Source: an optimization exercise on an open RTL-to-GDS flow (aim: small area and few clock cycles). Production flows keep margins and buffers that such runs may drop.
In this exercise RTL edits were held to simulation tests only and were not proved equivalent to the original.
No activity file was given, so power comes from the tool's default toggle rates.

--- config.mk ---
export PLATFORM = sky130hd
export DESIGN_NAME = fusion_sequencer_top
export DESIGN_NICKNAME = fusion_sequencer_top
export VERILOG_FILES = /design/flow/design.v
export SDC_FILE = /design/flow/constraint.sdc
export NUM_CORES = 4
export LEC_CHECK = 0
export CAP_MARGIN = 20
export CORE_MARGIN = 2
export CORE_UTILIZATION = 40
export SLEW_MARGIN = 20
--- standard.sh ---
#!/bin/bash
# synth_recipe.tcl (not shown) runs the flow's synth.tcl, then flattens the netlist and writes it again
# the make line also repeats each setting of config.mk as NAME=value (left out here)
make -C /OpenROAD-flow-scripts/flow DESIGN_CONFIG=/design/flow/config.mk WORK_HOME=/design/flow/orfs CLKGATE_MAP_FILE= SYNTH_SCRIPT=/design/flow/synth_recipe.tcl "${@:-finish}"
--- constraint.sdc ---
create_clock -name core_clock -period 6.0 [get_ports {clock}]
set_input_delay 1.2000 -clock core_clock [delete_from_list [all_inputs] [get_ports {clock}]]
set_output_delay 1.2000 -clock core_clock [all_outputs]
set_load 0.01 [all_outputs]
--- flow/run.sh ---
#!/bin/bash
# The standard layout, except that Yosys's generic synthesis skips its quick
# ABC pass (synth -noabc), so that extract_fa still sees the adder tree as
# written and maps it to full adders without inverters between them. The
# technology-mapping ABC pass later in the script runs as usual.
set -euo pipefail
sed 's/yosys synth -nofsm -noshare /yosys synth -nofsm -noshare -noabc /' synth_recipe.tcl > flow_synth.tcl
grep -q -- '-noabc' flow_synth.tcl
sed "s#SYNTH_SCRIPT=[^ ]*#SYNTH_SCRIPT=$PWD/flow_synth.tcl#" standard.sh > flow_standard.sh
bash flow_standard.sh > flow_standard.log 2>&1
--- design.v ---
`default_nettype none
package fusion_pkg;
    localparam int WORD_W = 16;
    localparam int ADDR_W = 12;
    localparam logic [7:0] END_MARK = 8'hFF;
    localparam logic [1:0] PH_HDR0 = 2'd0;
    localparam logic [1:0] PH_HDR1 = 2'd1;
    localparam logic [1:0] PH_DATA = 2'd2;
    localparam logic [1:0] PH_DONE = 2'd3;
endpackage
`default_nettype wire
`timescale 1ns/1ns
`default_nettype none
module set_controller
(
    input  logic                             clock,
    input  logic                             reset,
    input  logic                             go_i,
    input  logic [fusion_pkg::WORD_W-1:0]    input_word_i,
    output logic [fusion_pkg::ADDR_W-1:0]    read_addr_o,
    output logic                             cfg_load_o,
    output logic                             data_o,
    output logic                             last_o,
    output logic                             finish_o
);
    logic                          run_q;
    logic [1:0]                    phase_q;
    logic [fusion_pkg::ADDR_W-1:0] addr_q;
    logic [7:0]                    m_cnt_q;
    logic [3:0]                    k_q;
    logic [3:0]                    k_cnt_q;
    logic                          clear;
    logic                          last_word;
    logic                          last_output;
    logic                          end_mark;
    assign clear       = reset || !go_i;
    assign end_mark    = (input_word_i[7:0] == fusion_pkg::END_MARK);
    assign last_word   = (k_cnt_q == 4'd0);
    assign last_output = (m_cnt_q == 8'd1);
    assign read_addr_o = addr_q;
    assign cfg_load_o  = run_q && (phase_q == fusion_pkg::PH_HDR1);
    assign data_o      = run_q && (phase_q == fusion_pkg::PH_DATA);
    assign last_o      = last_word;
    assign finish_o    = run_q && ((phase_q == fusion_pkg::PH_DONE) ||
                                   ((phase_q == fusion_pkg::PH_HDR0) && end_mark));
    always_ff @(posedge clock)
    begin
        if (clear)
        begin
            run_q   <= 1'b0;
            phase_q <= fusion_pkg::PH_HDR0;
            addr_q  <= '0;
        end
        else
        begin
            run_q  <= 1'b1;
            addr_q <= addr_q + 1'b1;
            if (run_q)
            begin
                case (phase_q)
                    fusion_pkg::PH_HDR0:
                        phase_q <= end_mark ? fusion_pkg::PH_DONE : fusion_pkg::PH_HDR1;
                    fusion_pkg::PH_HDR1:
                        phase_q <= (m_cnt_q == 8'd0) ? fusion_pkg::PH_HDR0 : fusion_pkg::PH_DATA;
                    fusion_pkg::PH_DATA:
                        if (last_word && last_output)
                            phase_q <= fusion_pkg::PH_HDR0;
                    default:
                        phase_q <= fusion_pkg::PH_DONE;
                endcase
            end
        end
    end
    always_ff @(posedge clock)
    begin
        if (phase_q == fusion_pkg::PH_HDR0)
            m_cnt_q <= input_word_i[7:0];
        else if ((phase_q == fusion_pkg::PH_DATA) && last_word)
            m_cnt_q <= m_cnt_q - 8'd1;
        if (phase_q == fusion_pkg::PH_HDR1)
        begin
            k_q     <= input_word_i[11:8] - 4'd1;
            k_cnt_q <= input_word_i[11:8] - 4'd1;
        end
        else if (phase_q == fusion_pkg::PH_DATA)
            k_cnt_q <= last_word ? k_q : k_cnt_q - 4'd1;
    end
endmodule
`default_nettype wire
`timescale 1ns/1ns
`default_nettype none
module brick_config
(
    input  logic                             clock,
    input  logic                             cfg_load_i,
    input  logic [fusion_pkg::WORD_W-1:0]    input_word_i,
    output logic                             p8_o,
    output logic                             p4_o
);
    always_ff @(posedge clock)
    begin
        if (cfg_load_i)
        begin
            p8_o <= input_word_i[3];
            p4_o <= input_word_i[2];
        end
    end
endmodule
`default_nettype wire
`timescale 1ns/1ns
`default_nettype none
module brick_array
(
    input  logic [15:0] a,
    input  logic [15:0] b,
    input  logic [15:0] acc_s,
    input  logic [15:0] acc_c,
    input  logic        p8,
    input  logic        p4,
    output logic [15:0] sum_s,
    output logic [15:0] sum_c
);
    wire p2  = ~(p8 | p4);
    wire p84 = p8 | p4;
    wire p42 = ~p8;
    wire p82 = ~p4;
    wire ga_0_g842 = a[0];
    wire pp0 = ga_0_g842 & b[0];
    wire pp1 = (ga_0_g842 & b[1]) ^ p2;
    wire ga_0_g84 = a[0] & p84;
    wire pp2 = ga_0_g84 & b[2];
    wire pp3 = (ga_0_g84 & b[3]) ^ p4;
    wire ga_0_g8 = a[0] & p8;
    wire pp4 = ga_0_g8 & b[4];
    wire pp5 = ga_0_g8 & b[5];
    wire pp6 = ga_0_g8 & b[6];
    wire pp7 = ~ga_0_g8 | ~b[7];
    wire ga_1_g842 = a[1];
    wire pp8 = (ga_1_g842 & b[0]) ^ p2;
    wire pp9 = ga_1_g842 & b[1];
    wire ga_1_g84 = a[1] & p84;
    wire pp10 = ga_1_g84 & b[2];
    wire pp11 = (ga_1_g84 & b[3]) ^ p4;
    wire ga_1_g8 = a[1] & p8;
    wire pp12 = ga_1_g8 & b[4];
    wire pp13 = ga_1_g8 & b[5];
    wire pp14 = ga_1_g8 & b[6];
    wire pp15 = ~ga_1_g8 | ~b[7];
    wire ga_2_g84 = a[2] & p84;
    wire pp16 = ga_2_g84 & b[0];
    wire pp17 = ga_2_g84 & b[1];
    wire ga_2_g2 = a[2] & p2;
    wire pp18 = ga_2_g2 & b[2];
    wire pp19 = ga_2_g84 & b[2];
    wire pp20 = ~ga_2_g2 | ~b[3];
    wire pp21 = (ga_2_g84 & b[3]) ^ p4;
    wire ga_2_g8 = a[2] & p8;
    wire pp22 = ga_2_g8 & b[4];
    wire pp23 = ga_2_g8 & b[5];
    wire pp24 = ga_2_g8 & b[6];
    wire pp25 = ~ga_2_g8 | ~b[7];
    wire ga_3_g84 = a[3] & p84;
    wire pp26 = (ga_3_g84 & b[0]) ^ p4;
    wire pp27 = (ga_3_g84 & b[1]) ^ p4;
    wire ga_3_g2 = a[3] & p2;
    wire pp28 = ~ga_3_g2 | ~b[2];
    wire pp29 = (ga_3_g84 & b[2]) ^ p4;
    wire pp30 = ga_3_g2 & b[3];
    wire pp31 = ga_3_g84 & b[3];
    wire ga_3_g8 = a[3] & p8;
    wire pp32 = ga_3_g8 & b[4];
    wire pp33 = ga_3_g8 & b[5];
    wire pp34 = ga_3_g8 & b[6];
    wire pp35 = ~ga_3_g8 | ~b[7];
    wire ga_4_g8 = a[4] & p8;
    wire pp36 = ga_4_g8 & b[0];
    wire pp37 = ga_4_g8 & b[1];
    wire pp38 = ga_4_g8 & b[2];
    wire pp39 = ga_4_g8 & b[3];
    wire ga_4_g42 = a[4] & p42;
    wire pp40 = ga_4_g42 & b[4];
    wire pp41 = ga_4_g8 & b[4];
    wire pp42 = (ga_4_g42 & b[5]) ^ p2;
    wire pp43 = ga_4_g8 & b[5];
    wire ga_4_g4 = a[4] & p4;
    wire pp44 = ga_4_g4 & b[6];
    wire pp45 = ga_4_g8 & b[6];
    wire pp46 = ~ga_4_g4 | ~b[7];
    wire pp47 = ~ga_4_g8 | ~b[7];
    wire ga_5_g8 = a[5] & p8;
    wire pp48 = ga_5_g8 & b[0];
    wire pp49 = ga_5_g8 & b[1];
    wire pp50 = ga_5_g8 & b[2];
    wire pp51 = ga_5_g8 & b[3];
    wire ga_5_g42 = a[5] & p42;
    wire pp52 = (ga_5_g42 & b[4]) ^ p2;
    wire pp53 = ga_5_g8 & b[4];
    wire pp54 = ga_5_g42 & b[5];
    wire pp55 = ga_5_g8 & b[5];
    wire ga_5_g4 = a[5] & p4;
    wire pp56 = ga_5_g4 & b[6];
    wire pp57 = ga_5_g8 & b[6];
    wire pp58 = ~ga_5_g4 | ~b[7];
    wire pp59 = ~ga_5_g8 | ~b[7];
    wire ga_6_g8 = a[6] & p8;
    wire pp60 = ga_6_g8 & b[0];
    wire pp61 = ga_6_g8 & b[1];
    wire pp62 = ga_6_g8 & b[2];
    wire pp63 = ga_6_g8 & b[3];
    wire ga_6_g4 = a[6] & p4;
    wire pp64 = ga_6_g4 & b[4];
    wire pp65 = ga_6_g8 & b[4];
    wire pp66 = ga_6_g4 & b[5];
    wire pp67 = ga_6_g8 & b[5];
    wire ga_6_g2 = a[6] & p2;
    wire pp68 = ga_6_g2 & b[6];
    wire pp69 = ga_6_g4 & b[6];
    wire pp70 = ga_6_g8 & b[6];
    wire pp71 = ~ga_6_g2 | ~b[7];
    wire pp72 = ~ga_6_g4 | ~b[7];
    wire pp73 = ~ga_6_g8 | ~b[7];
    wire ga_7_g8 = a[7] & p8;
    wire pp74 = ~ga_7_g8 | ~b[0];
    wire pp75 = ~ga_7_g8 | ~b[1];
    wire pp76 = ~ga_7_g8 | ~b[2];
    wire pp77 = ~ga_7_g8 | ~b[3];
    wire ga_7_g4 = a[7] & p4;
    wire pp78 = ~ga_7_g4 | ~b[4];
    wire pp79 = ~ga_7_g8 | ~b[4];
    wire pp80 = ~ga_7_g4 | ~b[5];
    wire pp81 = ~ga_7_g8 | ~b[5];
    wire ga_7_g2 = a[7] & p2;
    wire pp82 = ~ga_7_g2 | ~b[6];
    wire pp83 = ~ga_7_g4 | ~b[6];
    wire pp84 = ~ga_7_g8 | ~b[6];
    wire pp85 = ga_7_g2 & b[7];
    wire pp86 = ga_7_g4 & b[7];
    wire pp87 = ga_7_g8 & b[7];
    wire ga_8_g842 = a[8];
    wire pp88 = ga_8_g842 & b[8];
    wire pp89 = (ga_8_g842 & b[9]) ^ p2;
    wire ga_8_g84 = a[8] & p84;
    wire pp90 = ga_8_g84 & b[10];
    wire pp91 = (ga_8_g84 & b[11]) ^ p4;
    wire ga_8_g8 = a[8] & p8;
    wire pp92 = ga_8_g8 & b[12];
    wire pp93 = ga_8_g8 & b[13];
    wire pp94 = ga_8_g8 & b[14];
    wire pp95 = ~ga_8_g8 | ~b[15];
    wire ga_9_g842 = a[9];
    wire pp96 = (ga_9_g842 & b[8]) ^ p2;
    wire pp97 = ga_9_g842 & b[9];
    wire ga_9_g84 = a[9] & p84;
    wire pp98 = ga_9_g84 & b[10];
    wire pp99 = (ga_9_g84 & b[11]) ^ p4;
    wire ga_9_g8 = a[9] & p8;
    wire pp100 = ga_9_g8 & b[12];
    wire pp101 = ga_9_g8 & b[13];
    wire pp102 = ga_9_g8 & b[14];
    wire pp103 = ~ga_9_g8 | ~b[15];
    wire ga_10_g84 = a[10] & p84;
    wire pp104 = ga_10_g84 & b[8];
    wire pp105 = ga_10_g84 & b[9];
    wire ga_10_g2 = a[10] & p2;
    wire pp106 = ga_10_g2 & b[10];
    wire pp107 = ga_10_g84 & b[10];
    wire pp108 = ~ga_10_g2 | ~b[11];
    wire pp109 = (ga_10_g84 & b[11]) ^ p4;
    wire ga_10_g8 = a[10] & p8;
    wire pp110 = ga_10_g8 & b[12];
    wire pp111 = ga_10_g8 & b[13];
    wire pp112 = ga_10_g8 & b[14];
    wire pp113 = ~ga_10_g8 | ~b[15];
    wire ga_11_g84 = a[11] & p84;
    wire pp114 = (ga_11_g84 & b[8]) ^ p4;
    wire pp115 = (ga_11_g84 & b[9]) ^ p4;
    wire ga_11_g2 = a[11] & p2;
    wire pp116 = ~ga_11_g2 | ~b[10];
    wire pp117 = (ga_11_g84 & b[10]) ^ p4;
    wire pp118 = ga_11_g2 & b[11];
    wire pp119 = ga_11_g84 & b[11];
    wire ga_11_g8 = a[11] & p8;
    wire pp120 = ga_11_g8 & b[12];
    wire pp121 = ga_11_g8 & b[13];
    wire pp122 = ga_11_g8 & b[14];
    wire pp123 = ~ga_11_g8 | ~b[15];
    wire ga_12_g8 = a[12] & p8;
    wire pp124 = ga_12_g8 & b[8];
    wire pp125 = ga_12_g8 & b[9];
    wire pp126 = ga_12_g8 & b[10];
    wire pp127 = ga_12_g8 & b[11];
    wire ga_12_g42 = a[12] & p42;
    wire pp128 = ga_12_g42 & b[12];
    wire pp129 = ga_12_g8 & b[12];
    wire pp130 = (ga_12_g42 & b[13]) ^ p2;
    wire pp131 = ga_12_g8 & b[13];
    wire ga_12_g4 = a[12] & p4;
    wire pp132 = ga_12_g4 & b[14];
    wire pp133 = ga_12_g8 & b[14];
    wire pp134 = ~ga_12_g4 | ~b[15];
    wire pp135 = ~ga_12_g8 | ~b[15];
    wire ga_13_g8 = a[13] & p8;
    wire pp136 = ga_13_g8 & b[8];
    wire pp137 = ga_13_g8 & b[9];
    wire pp138 = ga_13_g8 & b[10];
    wire pp139 = ga_13_g8 & b[11];
    wire ga_13_g42 = a[13] & p42;
    wire pp140 = (ga_13_g42 & b[12]) ^ p2;
    wire pp141 = ga_13_g8 & b[12];
    wire pp142 = ga_13_g42 & b[13];
    wire pp143 = ga_13_g8 & b[13];
    wire ga_13_g4 = a[13] & p4;
    wire pp144 = ga_13_g4 & b[14];
    wire pp145 = ga_13_g8 & b[14];
    wire pp146 = ~ga_13_g4 | ~b[15];
    wire pp147 = ~ga_13_g8 | ~b[15];
    wire ga_14_g8 = a[14] & p8;
    wire pp148 = ga_14_g8 & b[8];
    wire pp149 = ga_14_g8 & b[9];
    wire pp150 = ga_14_g8 & b[10];
    wire pp151 = ga_14_g8 & b[11];
    wire ga_14_g4 = a[14] & p4;
    wire pp152 = ga_14_g4 & b[12];
    wire pp153 = ga_14_g8 & b[12];
    wire pp154 = ga_14_g4 & b[13];
    wire pp155 = ga_14_g8 & b[13];
    wire ga_14_g2 = a[14] & p2;
    wire pp156 = ga_14_g2 & b[14];
    wire pp157 = ga_14_g4 & b[14];
    wire pp158 = ga_14_g8 & b[14];
    wire pp159 = ~ga_14_g2 | ~b[15];
    wire pp160 = ~ga_14_g4 | ~b[15];
    wire pp161 = ~ga_14_g8 | ~b[15];
    wire ga_15_g8 = a[15] & p8;
    wire pp162 = ~ga_15_g8 | ~b[8];
    wire pp163 = ~ga_15_g8 | ~b[9];
    wire pp164 = ~ga_15_g8 | ~b[10];
    wire pp165 = ~ga_15_g8 | ~b[11];
    wire ga_15_g4 = a[15] & p4;
    wire pp166 = ~ga_15_g4 | ~b[12];
    wire pp167 = ~ga_15_g8 | ~b[12];
    wire pp168 = ~ga_15_g4 | ~b[13];
    wire pp169 = ~ga_15_g8 | ~b[13];
    wire ga_15_g2 = a[15] & p2;
    wire pp170 = ~ga_15_g2 | ~b[14];
    wire pp171 = ~ga_15_g4 | ~b[14];
    wire pp172 = ~ga_15_g8 | ~b[14];
    wire pp173 = ga_15_g2 & b[15];
    wire pp174 = ga_15_g4 & b[15];
    wire pp175 = ga_15_g8 & b[15];
    wire k4 = p84;
    wire k5 = p4;
    wire k8 = p82;
    wire s0 = acc_s[0] ^ acc_c[0] ^ pp0;
    wire c0 = (acc_s[0] & acc_c[0]) | (acc_s[0] & pp0) | (acc_c[0] & pp0);
    wire s1 = pp18 ^ pp40 ^ pp68;
    wire c1 = (pp18 & pp40) | (pp18 & pp68) | (pp40 & pp68);
    wire s2 = pp88 ^ pp106 ^ pp128;
    wire c2 = (pp88 & pp106) | (pp88 & pp128) | (pp106 & pp128);
    wire s3 = pp156 ^ s0 ^ s1;
    wire c3 = (pp156 & s0) | (pp156 & s1) | (s0 & s1);
    wire s4 = acc_s[1] ^ acc_c[1] ^ pp20;
    wire c4 = (acc_s[1] & acc_c[1]) | (acc_s[1] & pp20) | (acc_c[1] & pp20);
    wire s5 = pp28 ^ pp71 ^ pp82;
    wire c5 = (pp28 & pp71) | (pp28 & pp82) | (pp71 & pp82);
    wire s6 = pp108 ^ pp116 ^ pp159;
    wire c6 = (pp108 & pp116) | (pp108 & pp159) | (pp116 & pp159);
    wire s7 = pp170 ^ pp1 ^ pp8;
    wire c7 = (pp170 & pp1) | (pp170 & pp8) | (pp1 & pp8);
    wire s8 = pp42 ^ pp52 ^ pp89;
    wire c8 = (pp42 & pp52) | (pp42 & pp89) | (pp52 & pp89);
    wire s9 = pp96 ^ pp130 ^ pp140;
    wire c9 = (pp96 & pp130) | (pp96 & pp140) | (pp130 & pp140);
    wire s10 = c0 ^ c1 ^ c2;
    wire c10 = (c0 & c1) | (c0 & c2) | (c1 & c2);
    wire s11 = s4 ^ s5 ^ s6;
    wire c11 = (s4 & s5) | (s4 & s6) | (s5 & s6);
    wire s12 = s7 ^ s8 ^ s9;
    wire c12 = (s7 & s8) | (s7 & s9) | (s8 & s9);
    wire s13 = c3 ^ s10 ^ s11;
    wire c13 = (c3 & s10) | (c3 & s11) | (s10 & s11);
    wire s14 = acc_s[2] ^ acc_c[2] ^ pp2;
    wire c14 = (acc_s[2] & acc_c[2]) | (acc_s[2] & pp2) | (acc_c[2] & pp2);
    wire s15 = pp9 ^ pp16 ^ pp30;
    wire c15 = (pp9 & pp16) | (pp9 & pp30) | (pp16 & pp30);
    wire s16 = pp44 ^ pp54 ^ pp64;
    wire c16 = (pp44 & pp54) | (pp44 & pp64) | (pp54 & pp64);
    wire s17 = pp85 ^ pp90 ^ pp97;
    wire c17 = (pp85 & pp90) | (pp85 & pp97) | (pp90 & pp97);
    wire s18 = pp104 ^ pp118 ^ pp132;
    wire c18 = (pp104 & pp118) | (pp104 & pp132) | (pp118 & pp132);
    wire s19 = pp142 ^ pp152 ^ pp173;
    wire c19 = (pp142 & pp152) | (pp142 & pp173) | (pp152 & pp173);
    wire s20 = c4 ^ c5 ^ c6;
    wire c20 = (c4 & c5) | (c4 & c6) | (c5 & c6);
    wire s21 = s14 ^ s15 ^ s16;
    wire c21 = (s14 & s15) | (s14 & s16) | (s15 & s16);
    wire s22 = s17 ^ s18 ^ s19;
    wire c22 = (s17 & s18) | (s17 & s19) | (s18 & s19);
    wire s23 = c7 ^ c8 ^ c9;
    wire c23 = (c7 & c8) | (c7 & c9) | (c8 & c9);
    wire s24 = c10 ^ c11 ^ s20;
    wire c24 = (c10 & c11) | (c10 & s20) | (c11 & s20);
    wire s25 = s21 ^ s22 ^ c12;
    wire c25 = (s21 & s22) | (s21 & c12) | (s22 & c12);
    wire s26 = s23 ^ c13 ^ s24;
    wire c26 = (s23 & c13) | (s23 & s24) | (c13 & s24);
    wire s27 = acc_s[3] ^ acc_c[3] ^ pp10;
    wire c27 = (acc_s[3] & acc_c[3]) | (acc_s[3] & pp10) | (acc_c[3] & pp10);
    wire s28 = pp17 ^ pp46 ^ pp56;
    wire c28 = (pp17 & pp46) | (pp17 & pp56) | (pp46 & pp56);
    wire s29 = pp66 ^ pp78 ^ pp98;
    wire c29 = (pp66 & pp78) | (pp66 & pp98) | (pp78 & pp98);
    wire s30 = pp105 ^ pp134 ^ pp144;
    wire c30 = (pp105 & pp134) | (pp105 & pp144) | (pp134 & pp144);
    wire s31 = pp154 ^ pp166 ^ pp3;
    wire c31 = (pp154 & pp166) | (pp154 & pp3) | (pp166 & pp3);
    wire s32 = pp26 ^ pp91 ^ pp114;
    wire c32 = (pp26 & pp91) | (pp26 & pp114) | (pp91 & pp114);
    wire s33 = c14 ^ c15 ^ c16;
    wire c33 = (c14 & c15) | (c14 & c16) | (c15 & c16);
    wire s34 = c17 ^ c18 ^ c19;
    wire c34 = (c17 & c18) | (c17 & c19) | (c18 & c19);
    wire s35 = s27 ^ s28 ^ s29;
    wire c35 = (s27 & s28) | (s27 & s29) | (s28 & s29);
    wire s36 = s30 ^ s31 ^ s32;
    wire c36 = (s30 & s31) | (s30 & s32) | (s31 & s32);
    wire s37 = c20 ^ c21 ^ c22;
    wire c37 = (c20 & c21) | (c20 & c22) | (c21 & c22);
    wire s38 = s33 ^ s34 ^ c23;
    wire c38 = (s33 & s34) | (s33 & c23) | (s34 & c23);
    wire s39 = s35 ^ s36 ^ c24;
    wire c39 = (s35 & s36) | (s35 & c24) | (s36 & c24);
    wire s40 = s37 ^ c25 ^ s38;
    wire c40 = (s37 & c25) | (s37 & s38) | (c25 & s38);
    wire s41 = c26 ^ s39 ^ s40;
    wire c41 = (c26 & s39) | (c26 & s40) | (s39 & s40);
    wire s42 = acc_s[4] ^ acc_c[4] ^ k4;
    wire c42 = (acc_s[4] & acc_c[4]) | (acc_s[4] & k4) | (acc_c[4] & k4);
    wire s43 = pp4 ^ pp19 ^ pp36;
    wire c43 = (pp4 & pp19) | (pp4 & pp36) | (pp19 & pp36);
    wire s44 = pp58 ^ pp69 ^ pp80;
    wire c44 = (pp58 & pp69) | (pp58 & pp80) | (pp69 & pp80);
    wire s45 = pp92 ^ pp107 ^ pp124;
    wire c45 = (pp92 & pp107) | (pp92 & pp124) | (pp107 & pp124);
    wire s46 = pp146 ^ pp157 ^ pp168;
    wire c46 = (pp146 & pp157) | (pp146 & pp168) | (pp157 & pp168);
    wire s47 = pp11 ^ pp27 ^ pp99;
    wire c47 = (pp11 & pp27) | (pp11 & pp99) | (pp27 & pp99);
    wire s48 = pp115 ^ s42 ^ c27;
    wire c48 = (pp115 & s42) | (pp115 & c27) | (s42 & c27);
    wire s49 = c28 ^ c29 ^ c30;
    wire c49 = (c28 & c29) | (c28 & c30) | (c29 & c30);
    wire s50 = s43 ^ s44 ^ s45;
    wire c50 = (s43 & s44) | (s43 & s45) | (s44 & s45);
    wire s51 = s46 ^ c31 ^ c32;
    wire c51 = (s46 & c31) | (s46 & c32) | (c31 & c32);
    wire s52 = s47 ^ c33 ^ c34;
    wire c52 = (s47 & c33) | (s47 & c34) | (c33 & c34);
    wire s53 = c35 ^ s48 ^ s49;
    wire c53 = (c35 & s48) | (c35 & s49) | (s48 & s49);
    wire s54 = s50 ^ c36 ^ s51;
    wire c54 = (s50 & c36) | (s50 & s51) | (c36 & s51);
    wire s55 = c37 ^ s52 ^ c38;
    wire c55 = (c37 & s52) | (c37 & c38) | (s52 & c38);
    wire s56 = s53 ^ s54 ^ c39;
    wire c56 = (s53 & s54) | (s53 & c39) | (s54 & c39);
    wire s57 = c40 ^ s55 ^ s56;
    wire c57 = (c40 & s55) | (c40 & s56) | (s55 & s56);
    wire s58 = acc_s[5] ^ acc_c[5] ^ k5;
    wire c58 = (acc_s[5] & acc_c[5]) | (acc_s[5] & k5) | (acc_c[5] & k5);
    wire s59 = pp5 ^ pp12 ^ pp37;
    wire c59 = (pp5 & pp12) | (pp5 & pp37) | (pp12 & pp37);
    wire s60 = pp48 ^ pp72 ^ pp83;
    wire c60 = (pp48 & pp72) | (pp48 & pp83) | (pp72 & pp83);
    wire s61 = pp93 ^ pp100 ^ pp125;
    wire c61 = (pp93 & pp100) | (pp93 & pp125) | (pp100 & pp125);
    wire s62 = pp136 ^ pp160 ^ pp171;
    wire c62 = (pp136 & pp160) | (pp136 & pp171) | (pp160 & pp171);
    wire s63 = pp21 ^ pp29 ^ pp109;
    wire c63 = (pp21 & pp29) | (pp21 & pp109) | (pp29 & pp109);
    wire s64 = pp117 ^ c42 ^ s58;
    wire c64 = (pp117 & c42) | (pp117 & s58) | (c42 & s58);
    wire s65 = c43 ^ c44 ^ c45;
    wire c65 = (c43 & c44) | (c43 & c45) | (c44 & c45);
    wire s66 = c46 ^ s59 ^ s60;
    wire c66 = (c46 & s59) | (c46 & s60) | (s59 & s60);
    wire s67 = s61 ^ s62 ^ c47;
    wire c67 = (s61 & s62) | (s61 & c47) | (s62 & c47);
    wire s68 = s63 ^ s64 ^ c48;
    wire c68 = (s63 & s64) | (s63 & c48) | (s64 & c48);
    wire s69 = c49 ^ c50 ^ s65;
    wire c69 = (c49 & c50) | (c49 & s65) | (c50 & s65);
    wire s70 = c51 ^ s66 ^ s67;
    wire c70 = (c51 & s66) | (c51 & s67) | (s66 & s67);
    wire s71 = c52 ^ c53 ^ s68;
    wire c71 = (c52 & c53) | (c52 & s68) | (c53 & s68);
    wire s72 = s69 ^ c54 ^ s70;
    wire c72 = (s69 & c54) | (s69 & s70) | (c54 & s70);
    wire s73 = c55 ^ s71 ^ s72;
    wire c73 = (c55 & s71) | (c55 & s72) | (s71 & s72);
    wire s74 = c56 ^ s73 ^ c57;
    wire c74 = (c56 & s73) | (c56 & c57) | (s73 & c57);
    wire s75 = acc_s[6] ^ acc_c[6] ^ pp6;
    wire c75 = (acc_s[6] & acc_c[6]) | (acc_s[6] & pp6) | (acc_c[6] & pp6);
    wire s76 = pp13 ^ pp22 ^ pp31;
    wire c76 = (pp13 & pp22) | (pp13 & pp31) | (pp22 & pp31);
    wire s77 = pp38 ^ pp49 ^ pp60;
    wire c77 = (pp38 & pp49) | (pp38 & pp60) | (pp49 & pp60);
    wire s78 = pp86 ^ pp94 ^ pp101;
    wire c78 = (pp86 & pp94) | (pp86 & pp101) | (pp94 & pp101);
    wire s79 = pp110 ^ pp119 ^ pp126;
    wire c79 = (pp110 & pp119) | (pp110 & pp126) | (pp119 & pp126);
    wire s80 = pp137 ^ pp148 ^ pp174;
    wire c80 = (pp137 & pp148) | (pp137 & pp174) | (pp148 & pp174);
    wire s81 = c58 ^ c59 ^ c60;
    wire c81 = (c58 & c59) | (c58 & c60) | (c59 & c60);
    wire s82 = c61 ^ c62 ^ s75;
    wire c82 = (c61 & c62) | (c61 & s75) | (c62 & s75);
    wire s83 = s76 ^ s77 ^ s78;
    wire c83 = (s76 & s77) | (s76 & s78) | (s77 & s78);
    wire s84 = s79 ^ s80 ^ c63;
    wire c84 = (s79 & s80) | (s79 & c63) | (s80 & c63);
    wire s85 = c64 ^ c65 ^ c66;
    wire c85 = (c64 & c65) | (c64 & c66) | (c65 & c66);
    wire s86 = s81 ^ c67 ^ s82;
    wire c86 = (s81 & c67) | (s81 & s82) | (c67 & s82);
    wire s87 = s83 ^ s84 ^ c68;
    wire c87 = (s83 & s84) | (s83 & c68) | (s84 & c68);
    wire s88 = c69 ^ s85 ^ c70;
    wire c88 = (c69 & s85) | (c69 & c70) | (s85 & c70);
    wire s89 = s86 ^ c71 ^ s87;
    wire c89 = (s86 & c71) | (s86 & s87) | (c71 & s87);
    wire s90 = c72 ^ s88 ^ s89;
    wire c90 = (c72 & s88) | (c72 & s89) | (s88 & s89);
    wire s91 = c73 ^ s90 ^ c74;
    wire c91 = (c73 & s90) | (c73 & c74) | (s90 & c74);
    wire s92 = acc_s[7] ^ acc_c[7] ^ pp7;
    wire c92 = (acc_s[7] & acc_c[7]) | (acc_s[7] & pp7) | (acc_c[7] & pp7);
    wire s93 = pp14 ^ pp23 ^ pp32;
    wire c93 = (pp14 & pp23) | (pp14 & pp32) | (pp23 & pp32);
    wire s94 = pp39 ^ pp50 ^ pp61;
    wire c94 = (pp39 & pp50) | (pp39 & pp61) | (pp50 & pp61);
    wire s95 = pp74 ^ pp95 ^ pp102;
    wire c95 = (pp74 & pp95) | (pp74 & pp102) | (pp95 & pp102);
    wire s96 = pp111 ^ pp120 ^ pp127;
    wire c96 = (pp111 & pp120) | (pp111 & pp127) | (pp120 & pp127);
    wire s97 = pp138 ^ pp149 ^ pp162;
    wire c97 = (pp138 & pp149) | (pp138 & pp162) | (pp149 & pp162);
    wire s98 = c75 ^ c76 ^ c77;
    wire c98 = (c75 & c76) | (c75 & c77) | (c76 & c77);
    wire s99 = c78 ^ c79 ^ c80;
    wire c99 = (c78 & c79) | (c78 & c80) | (c79 & c80);
    wire s100 = s92 ^ s93 ^ s94;
    wire c100 = (s92 & s93) | (s92 & s94) | (s93 & s94);
    wire s101 = s95 ^ s96 ^ s97;
    wire c101 = (s95 & s96) | (s95 & s97) | (s96 & s97);
    wire s102 = c81 ^ c82 ^ c83;
    wire c102 = (c81 & c82) | (c81 & c83) | (c82 & c83);
    wire s103 = s98 ^ s99 ^ c84;
    wire c103 = (s98 & s99) | (s98 & c84) | (s99 & c84);
    wire s104 = s100 ^ s101 ^ c85;
    wire c104 = (s100 & s101) | (s100 & c85) | (s101 & c85);
    wire s105 = c86 ^ s102 ^ s103;
    wire c105 = (c86 & s102) | (c86 & s103) | (s102 & s103);
    wire s106 = c87 ^ s104 ^ c88;
    wire c106 = (c87 & s104) | (c87 & c88) | (s104 & c88);
    wire s107 = s105 ^ c89 ^ s106;
    wire c107 = (s105 & c89) | (s105 & s106) | (c89 & s106);
    wire s108 = c90 ^ s107 ^ c91;
    wire c108 = (c90 & s107) | (c90 & c91) | (s107 & c91);
    wire s109 = acc_s[8] ^ acc_c[8] ^ k8;
    wire c109 = (acc_s[8] & acc_c[8]) | (acc_s[8] & k8) | (acc_c[8] & k8);
    wire s110 = pp15 ^ pp24 ^ pp33;
    wire c110 = (pp15 & pp24) | (pp15 & pp33) | (pp24 & pp33);
    wire s111 = pp41 ^ pp51 ^ pp62;
    wire c111 = (pp41 & pp51) | (pp41 & pp62) | (pp51 & pp62);
    wire s112 = pp75 ^ pp103 ^ pp112;
    wire c112 = (pp75 & pp103) | (pp75 & pp112) | (pp103 & pp112);
    wire s113 = pp121 ^ pp129 ^ pp139;
    wire c113 = (pp121 & pp129) | (pp121 & pp139) | (pp129 & pp139);
    wire s114 = pp150 ^ pp163 ^ s109;
    wire c114 = (pp150 & pp163) | (pp150 & s109) | (pp163 & s109);
    wire s115 = c92 ^ c93 ^ c94;
    wire c115 = (c92 & c93) | (c92 & c94) | (c93 & c94);
    wire s116 = c95 ^ c96 ^ c97;
    wire c116 = (c95 & c96) | (c95 & c97) | (c96 & c97);
    wire s117 = s110 ^ s111 ^ s112;
    wire c117 = (s110 & s111) | (s110 & s112) | (s111 & s112);
    wire s118 = s113 ^ s114 ^ c98;
    wire c118 = (s113 & s114) | (s113 & c98) | (s114 & c98);
    wire s119 = c99 ^ c100 ^ c101;
    wire c119 = (c99 & c100) | (c99 & c101) | (c100 & c101);
    wire s120 = s115 ^ s116 ^ s117;
    wire c120 = (s115 & s116) | (s115 & s117) | (s116 & s117);
    wire s121 = c102 ^ s118 ^ c103;
    wire c121 = (c102 & s118) | (c102 & c103) | (s118 & c103);
    wire s122 = s119 ^ s120 ^ c104;
    wire c122 = (s119 & s120) | (s119 & c104) | (s120 & c104);
    wire s123 = c105 ^ s121 ^ s122;
    wire c123 = (c105 & s121) | (c105 & s122) | (s121 & s122);
    wire s124 = c106 ^ s123 ^ c107;
    wire c124 = (c106 & s123) | (c106 & c107) | (s123 & c107);
    wire s125 = acc_s[9] ^ acc_c[9] ^ pp25;
    wire c125 = (acc_s[9] & acc_c[9]) | (acc_s[9] & pp25) | (acc_c[9] & pp25);
    wire s126 = pp34 ^ pp43 ^ pp53;
    wire c126 = (pp34 & pp43) | (pp34 & pp53) | (pp43 & pp53);
    wire s127 = pp63 ^ pp76 ^ pp113;
    wire c127 = (pp63 & pp76) | (pp63 & pp113) | (pp76 & pp113);
    wire s128 = pp122 ^ pp131 ^ pp141;
    wire c128 = (pp122 & pp131) | (pp122 & pp141) | (pp131 & pp141);
    wire s129 = pp151 ^ pp164 ^ c109;
    wire c129 = (pp151 & pp164) | (pp151 & c109) | (pp164 & c109);
    wire s130 = c110 ^ c111 ^ c112;
    wire c130 = (c110 & c111) | (c110 & c112) | (c111 & c112);
    wire s131 = c113 ^ s125 ^ s126;
    wire c131 = (c113 & s125) | (c113 & s126) | (s125 & s126);
    wire s132 = s127 ^ s128 ^ c114;
    wire c132 = (s127 & s128) | (s127 & c114) | (s128 & c114);
    wire s133 = s129 ^ c115 ^ c116;
    wire c133 = (s129 & c115) | (s129 & c116) | (c115 & c116);
    wire s134 = c117 ^ s130 ^ s131;
    wire c134 = (c117 & s130) | (c117 & s131) | (s130 & s131);
    wire s135 = s132 ^ c118 ^ c119;
    wire c135 = (s132 & c118) | (s132 & c119) | (c118 & c119);
    wire s136 = s133 ^ c120 ^ s134;
    wire c136 = (s133 & c120) | (s133 & s134) | (c120 & s134);
    wire s137 = c121 ^ s135 ^ s136;
    wire c137 = (c121 & s135) | (c121 & s136) | (s135 & s136);
    wire s138 = c122 ^ s137 ^ c123;
    wire c138 = (c122 & s137) | (c122 & c123) | (s137 & c123);
    wire s139 = acc_s[10] ^ acc_c[10] ^ pp35;
    wire c139 = (acc_s[10] & acc_c[10]) | (acc_s[10] & pp35) | (acc_c[10] & pp35);
    wire s140 = pp45 ^ pp55 ^ pp65;
    wire c140 = (pp45 & pp55) | (pp45 & pp65) | (pp55 & pp65);
    wire s141 = pp77 ^ pp123 ^ pp133;
    wire c141 = (pp77 & pp123) | (pp77 & pp133) | (pp123 & pp133);
    wire s142 = pp143 ^ pp153 ^ pp165;
    wire c142 = (pp143 & pp153) | (pp143 & pp165) | (pp153 & pp165);
    wire s143 = c125 ^ c126 ^ c127;
    wire c143 = (c125 & c126) | (c125 & c127) | (c126 & c127);
    wire s144 = c128 ^ s139 ^ s140;
    wire c144 = (c128 & s139) | (c128 & s140) | (s139 & s140);
    wire s145 = s141 ^ s142 ^ c129;
    wire c145 = (s141 & s142) | (s141 & c129) | (s142 & c129);
    wire s146 = c130 ^ c131 ^ s143;
    wire c146 = (c130 & c131) | (c130 & s143) | (c131 & s143);
    wire s147 = s144 ^ c132 ^ s145;
    wire c147 = (s144 & c132) | (s144 & s145) | (c132 & s145);
    wire s148 = c133 ^ c134 ^ s146;
    wire c148 = (c133 & c134) | (c133 & s146) | (c134 & s146);
    wire s149 = s147 ^ c135 ^ c136;
    wire c149 = (s147 & c135) | (s147 & c136) | (c135 & c136);
    wire s150 = s148 ^ c137 ^ s149;
    wire c150 = (s148 & c137) | (s148 & s149) | (c137 & s149);
    wire s151 = acc_s[11] ^ acc_c[11] ^ pp47;
    wire c151 = (acc_s[11] & acc_c[11]) | (acc_s[11] & pp47) | (acc_c[11] & pp47);
    wire s152 = pp57 ^ pp67 ^ pp79;
    wire c152 = (pp57 & pp67) | (pp57 & pp79) | (pp67 & pp79);
    wire s153 = pp135 ^ pp145 ^ pp155;
    wire c153 = (pp135 & pp145) | (pp135 & pp155) | (pp145 & pp155);
    wire s154 = pp167 ^ c139 ^ c140;
    wire c154 = (pp167 & c139) | (pp167 & c140) | (c139 & c140);
    wire s155 = c141 ^ c142 ^ s151;
    wire c155 = (c141 & c142) | (c141 & s151) | (c142 & s151);
    wire s156 = s152 ^ s153 ^ c143;
    wire c156 = (s152 & s153) | (s152 & c143) | (s153 & c143);
    wire s157 = c144 ^ s154 ^ c145;
    wire c157 = (c144 & s154) | (c144 & c145) | (s154 & c145);
    wire s158 = s155 ^ c146 ^ s156;
    wire c158 = (s155 & c146) | (s155 & s156) | (c146 & s156);
    wire s159 = c147 ^ s157 ^ c148;
    wire c159 = (c147 & s157) | (c147 & c148) | (s157 & c148);
    wire s160 = s158 ^ c149 ^ s159;
    wire c160 = (s158 & c149) | (s158 & s159) | (c149 & s159);
    wire s161 = acc_s[12] ^ acc_c[12] ^ pp59;
    wire c161 = (acc_s[12] & acc_c[12]) | (acc_s[12] & pp59) | (acc_c[12] & pp59);
    wire s162 = pp70 ^ pp81 ^ pp147;
    wire c162 = (pp70 & pp81) | (pp70 & pp147) | (pp81 & pp147);
    wire s163 = pp158 ^ pp169 ^ c151;
    wire c163 = (pp158 & pp169) | (pp158 & c151) | (pp169 & c151);
    wire s164 = c152 ^ c153 ^ s161;
    wire c164 = (c152 & c153) | (c152 & s161) | (c153 & s161);
    wire s165 = s162 ^ c154 ^ c155;
    wire c165 = (s162 & c154) | (s162 & c155) | (c154 & c155);
    wire s166 = s163 ^ s164 ^ c156;
    wire c166 = (s163 & s164) | (s163 & c156) | (s164 & c156);
    wire s167 = c157 ^ s165 ^ c158;
    wire c167 = (c157 & s165) | (c157 & c158) | (s165 & c158);
    wire s168 = s166 ^ c159 ^ s167;
    wire c168 = (s166 & c159) | (s166 & s167) | (c159 & s167);
    wire s169 = acc_s[13] ^ acc_c[13] ^ pp73;
    wire c169 = (acc_s[13] & acc_c[13]) | (acc_s[13] & pp73) | (acc_c[13] & pp73);
    wire s170 = pp84 ^ pp161 ^ pp172;
    wire c170 = (pp84 & pp161) | (pp84 & pp172) | (pp161 & pp172);
    wire s171 = c161 ^ c162 ^ s169;
    wire c171 = (c161 & c162) | (c161 & s169) | (c162 & s169);
    wire s172 = s170 ^ c163 ^ c164;
    wire c172 = (s170 & c163) | (s170 & c164) | (c163 & c164);
    wire s173 = s171 ^ c165 ^ s172;
    wire c173 = (s171 & c165) | (s171 & s172) | (c165 & s172);
    wire s174 = c166 ^ s173 ^ c167;
    wire c174 = (c166 & s173) | (c166 & c167) | (s173 & c167);
    wire s175 = acc_s[14] ^ acc_c[14] ^ pp87;
    wire c175 = (acc_s[14] & acc_c[14]) | (acc_s[14] & pp87) | (acc_c[14] & pp87);
    wire s176 = pp175 ^ c169 ^ c170;
    wire c176 = (pp175 & c169) | (pp175 & c170) | (c169 & c170);
    wire s177 = s175 ^ c171 ^ s176;
    wire c177 = (s175 & c171) | (s175 & s176) | (c171 & s176);
    wire s178 = c172 ^ s177 ^ c173;
    wire c178 = (c172 & s177) | (c172 & c173) | (s177 & c173);
    wire s179 = acc_s[15] ^ acc_c[15] ^ c175;
    wire s180 = c176 ^ s179 ^ c177;
    assign sum_s = {c178, c174, c168, c160, c150, c138, c124, c108, s108, s91, s74, c41, s41, s25, s12, s2};
    assign sum_c = {s180, s178, s174, s168, s160, s150, s138, s124, 1'b0, 1'b0, 1'b0, s57, 1'b0, s26, s13, s3};
endmodule
`default_nettype wire
`timescale 1ns/1ns
`default_nettype none
module output_accumulator
(
    input  logic                             clock,
    input  logic                             reset,
    input  logic                             go_i,
    input  logic                             data_i,
    input  logic                             last_i,
    input  logic [fusion_pkg::WORD_W-1:0]    sum_s_i,
    input  logic [fusion_pkg::WORD_W-1:0]    sum_c_i,
    output logic [fusion_pkg::WORD_W-1:0]    acc_s_o,
    output logic [fusion_pkg::WORD_W-1:0]    acc_c_o,
    output logic [fusion_pkg::ADDR_W-1:0]    out_addr_o,
    output logic [fusion_pkg::WORD_W-1:0]    out_data_o,
    output logic                             out_write_o
);
    logic [fusion_pkg::WORD_W-1:0] acc_s_q;
    logic [fusion_pkg::WORD_W-1:0] acc_c_q;
    logic [fusion_pkg::ADDR_W-1:0] addr_q;
    logic                          write_q;
    logic                          cont_q;
    assign acc_s_o = cont_q ? acc_s_q : '0;
    assign acc_c_o = cont_q ? acc_c_q : '0;
    always_ff @(posedge clock)
    begin
        acc_s_q <= sum_s_i;
        acc_c_q <= sum_c_i;
        cont_q  <= data_i && !last_i;
        if (reset || !go_i)
        begin
            addr_q  <= '0;
            write_q <= 1'b0;
        end
        else
        begin
            write_q <= data_i && last_i;
            addr_q  <= addr_q + {11'd0, write_q};
        end
    end
    assign out_addr_o  = addr_q;
    assign out_data_o  = acc_s_q + acc_c_q;
    assign out_write_o = write_q;
endmodule
`default_nettype wire
`timescale 1ns/1ns
`default_nettype none
module fusion_sequencer_top
(
    input  logic        clock,
    input  logic        reset,
    input  logic        go_i,
    input  logic [15:0] input_word_i,
    input  logic [15:0] weight_word_i,
    output logic [11:0] input_addr_o,
    output logic [11:0] weight_addr_o,
    output logic [11:0] out_addr_o,
    output logic [15:0] out_data_o,
    output logic        out_write_o,
    output logic        finish_o
);
    logic [fusion_pkg::ADDR_W-1:0] read_addr;
    logic                          cfg_load;
    logic                          data;
    logic                          last;
    logic                          p8;
    logic                          p4;
    logic [fusion_pkg::WORD_W-1:0] acc_s;
    logic [fusion_pkg::WORD_W-1:0] acc_c;
    logic [fusion_pkg::WORD_W-1:0] sum_s;
    logic [fusion_pkg::WORD_W-1:0] sum_c;
    assign input_addr_o  = read_addr;
    assign weight_addr_o = read_addr;
    set_controller set_controller_inst (
        .clock        (clock),
        .reset        (reset),
        .go_i         (go_i),
        .input_word_i (input_word_i),
        .read_addr_o  (read_addr),
        .cfg_load_o   (cfg_load),
        .data_o       (data),
        .last_o       (last),
        .finish_o     (finish_o)
    );
    brick_config brick_config_inst (
        .clock        (clock),
        .cfg_load_i   (cfg_load),
        .input_word_i (input_word_i),
        .p8_o         (p8),
        .p4_o         (p4)
    );
    brick_array brick_array_inst (
        .a     (input_word_i),
        .b     (weight_word_i),
        .acc_s (acc_s),
        .acc_c (acc_c),
        .p8    (p8),
        .p4    (p4),
        .sum_s (sum_s),
        .sum_c (sum_c)
    );
    output_accumulator output_accumulator_inst (
        .clock       (clock),
        .reset       (reset),
        .go_i        (go_i),
        .data_i      (data),
        .last_i      (last),
        .sum_s_i     (sum_s),
        .sum_c_i     (sum_c),
        .acc_s_o     (acc_s),
        .acc_c_o     (acc_c),
        .out_addr_o  (out_addr_o),
        .out_data_o  (out_data_o),
        .out_write_o (out_write_o)
    );
endmodule
`default_nettype wire
==> results.json <==
{
  "rows": 53,
  "grt_remaining_overflow": 0,
  "place.gp.congestion": 0.922,
  "clock_latency_ns": 0.36,
  "antenna_found_initial": 0,
  "cts_made_buffers": 9,
  "setup_slack_ns": 0.172,
  "cp.buffers_inverters": 1,
  "grt_max_degree": 93,
  "diodes": 0,
  "synth_area_sq_um": 8490,
  "synth-edff-count": 18,
  "via_count": 6156,
  "syn_inst": 789,
  "die_area_sq_um": 22400,
  "tightestPinTransition_ns": 0.713,
  "syn_avg_cell_area_sq_um": 10.8,
  "hold_class": "reg -> reg",
  "pre_cts_slack_ns": -0.264,
  "synth_fp_nets": 1026,
  "drt_first_pass_iters": 5,
  "path_cells": "clkdlybuf4s50_1 > nand3_1 > fa_1 > fa_1 > fa_1 > fa_1 > fa_1 > fa_1 > fa_1 > fa_1 > fa_1",
  "cellPowerDensity_nw_per_um2": 292,
  "drive_gt1_share_pct": 11.0,
  "yosys-top-cells-area": "fa_1 42%, dfxtp_1 13%, and3_1 7.4%",
  "ctsHoldBuffers": 0,
  "crit_type": "in -> reg",
  "finalSetupViolations": 0,
  "ys_seq_elements": 75,
  "drc": 0,
  "synth_top_cell_by_area": "fa_1",
  "port_buffers": 88,
  "leakagePower_nw": 4.45,
  "async_reset_ff_share_pct": 0,
  "initial_utilization_pct": 40.6,
  "start_kind": "primary input",
  "ys_seq_area_share_pct": 19.8,
  "clk_path_buf_depth": 2,
  "cp_data_required_time_ns": 6.25,
  "htreeDepth": 3,
  "wl_um": 22400,
  "ant_nets": 0,
  "synth_ff_type": "dfxtp_1",
  "finalMaxSlewViolations": 0,
  "die_x_um": 150,
  "cts-root-buf": "clkbuf_16",
  "routedWlPerCell_um": 19.3,
  "finalCritPeriodShare_pct": 97.1,
  "vdd_drop_max_uv": 276,
  "grt_pass1_wl_um": 35700,
  "tns_ns": 0,
  "final_nets": 1119,
  "synthToLayoutAreaGrowth_pct": 19.8,
  "worstReg2RegStart": "brick_config_inst.p8_o",
  "clock-sinks": 75,
  "max-slew-margin-rel_pct": 52.5,
  "drt_iter0_markers": 444,
  "critPathMaxFanout": 2,
  "min_period_ns": 5.83,
  "skew_ns": 0.0145,
  "status": "complete, no violations",
  "coreArea_sq_um": 20900,
  "cpMaxStageDelayCell": "clkdlybuf4s50_1",
  "hold_path_startpoint": "set_controller_inst.addr_q[0]",
  "rsz0062_at_grt": "false",
  "critical_path_arrival_ns": 6.08,
  "vias_per_cell": 5.30,
  "grt_pass1_vias": 6430,
  "clkTransAtPathRegs_ns": 0.07,
  "crit_top_cell": "fa_1",
  "groute.usage.overall_pct": 21.4,
  "fmax_mhz": 172,
  "fin_util_pct": 48.7,
  "die_height_um": 150,
  "final-hold-violation-count": 0,
  "yosys_warnings": 3,
  "synth_top_area_share_pct": 41.5,
  "dpl.hpwl_um": 18400,
  "layout_commonest_cell": "fa_1",
  "cts_tree": "done",
  "cp_top_family": "adder cells",
  "fill_cells": 1953,
  "max-cap-violations": 0,
  "final_cell_mix": "176 x fa_1, 100 x and3_1, 83 x clkdlybuf4s50_1, 65 x nand2_1, 61 x buf_4",
  "startpoint": "input_word_i[14]",
  "cp-end-kind": "register",
  "num_io_pins": 89,
  "yosysUniqueCellTypes": 47,
  "max_stage_delay_ns": 0.53
}
-- layer usage --
| layer | vias up | GRT usage [%] | wire length [um] |
|---|---|---|---|
| li1 | 2788 | - | - |
| met1 | 3122 | 28.3 | 9430 |
| met2 | 198 | 34.9 | 11000 |
| met3 | 48 | 4.63 | 1360 |
| met4 | 0 | 7.69 | 666 |
| met5 | - | 0 | 0 |
-- flip-flops by register name, indices dropped and copies added (netlist names) --
signal,flops
set_controller_inst.k_cnt_q,4
brick_config_inst.p4_o,1
output_accumulator_inst.acc_s_q,16
output_accumulator_inst.acc_c_q,12
set_controller_inst.phase_q,2
set_controller_inst.addr_q,12
output_accumulator_inst.cont_q,1
output_accumulator_inst.write_q,1
set_controller_inst.m_cnt_q,8
brick_config_inst.p8_o,1
set_controller_inst.k_q,4
set_controller_inst.run_q,1
output_accumulator_inst.addr_q,12
-- power by group --
part / internal, W / switching [W]
Sequential: 0.000638 / 0.0000823
Clock: 0.000290 / 0.000258
Combinational: 0.000884 / 0.000814
-- final cells by class --
class                      count  area, sq um  share of cell area [%]
multi-input combinational    632         6440                    63.4
clock buffer                   9          225                    2.22
clock inverter                 7         61.3                   0.603
sequential                    75         1680                    16.5
inverter                      15         56.3                   0.554
timing repair buffer         149         1350                    13.3
tap                          275          344                    3.39
-- final timing paths --
path | endpoint | slack, ns | cells after the start
setup / recovery | output_accumulator_inst.acc_s_q[7] | 0.17 | 11
setup reg to reg | output_accumulator_inst.acc_s_q[7] | 0.62 | 12
hold reg to reg | set_controller_inst.addr_q[0] | 0.50 | 1
hold / removal | set_controller_inst.addr_q[0] | 0.50 | 1
-- stage by stage --
stage / area, sq um / instances / total power (W) / hold WS, ns
detailed placement: 9860 / 1146 / 0.00246 / 0.488
global route: 10200 / 1162 / 0.00326 / 0.541
global placement: 9860 / 1146 / 0.00243 / 0.478
floorplan: 8490 / 789 / 0.00180 / 0.445
finish: 10200 / 1162 / 0.00297 / 0.498
CTS: 10200 / 1162 / 0.00302 / 0.504
-- what timing repair did --
item,CTS,global route
setup buffers,0,0
resized for setup,0,5
endpoints found under the setup margin,0,2
-- synthesized netlist by cell type (6+ instances only) --
master	instances
o21ai_0	11
mux2_2	12
dfxtp_1	57
inv_1	15
xnor2_1	31
nand2_1	65
a21oi_1	11
nor3_1	6
and2_1	34
clkbuf_1	50
edfxtp_1	18
ha_1	26
nor2_1	46
xor2_1	21
and3_1	100
buf_4	12
fa_1	176
nand3_1	48
-- cell families after synthesis --
kind of cell	share of synthesized area, %
AOI/OAI and AO/OA	3.45
xor gates and xnor gates	5.37
adders and majority gates	45.4
buffers and inverters	4.25
DFF	19.8
muxes	1.83
and+or+nand+nor	19.9
Testbench counts, summed over its fixed seeds: cycles 26,114.

==> afterwards: timing with drivers on the ports <==
Ports are ideal in the flow. The routed layout listed here was re-timed in OpenROAD. Step 1, drivers: a clkbuf_16 drives clock and a buf_2 each remaining input, both assumed. Step 2 moves the port delays by t, midway between the first and last clock arrival at a register: inputs arrive t later, outputs are due t later. That takes back most of the time a late clock gives input paths. a / b / c = ideal / step 1 / step 2; a / b = the first two.
shift t [ns]: 0.405
setup WS [ns]: 0.172 / 0.196 / -0.210
worst slew at a driven data input, ns: 0.05
pins driven straight from the clock port: 1
With both steps, setup timing fails in this run, where it was met with ideal ports. For this run, drivers alone change the setup slack by +0.024 ns; drivers and shift together by -0.382 ns.
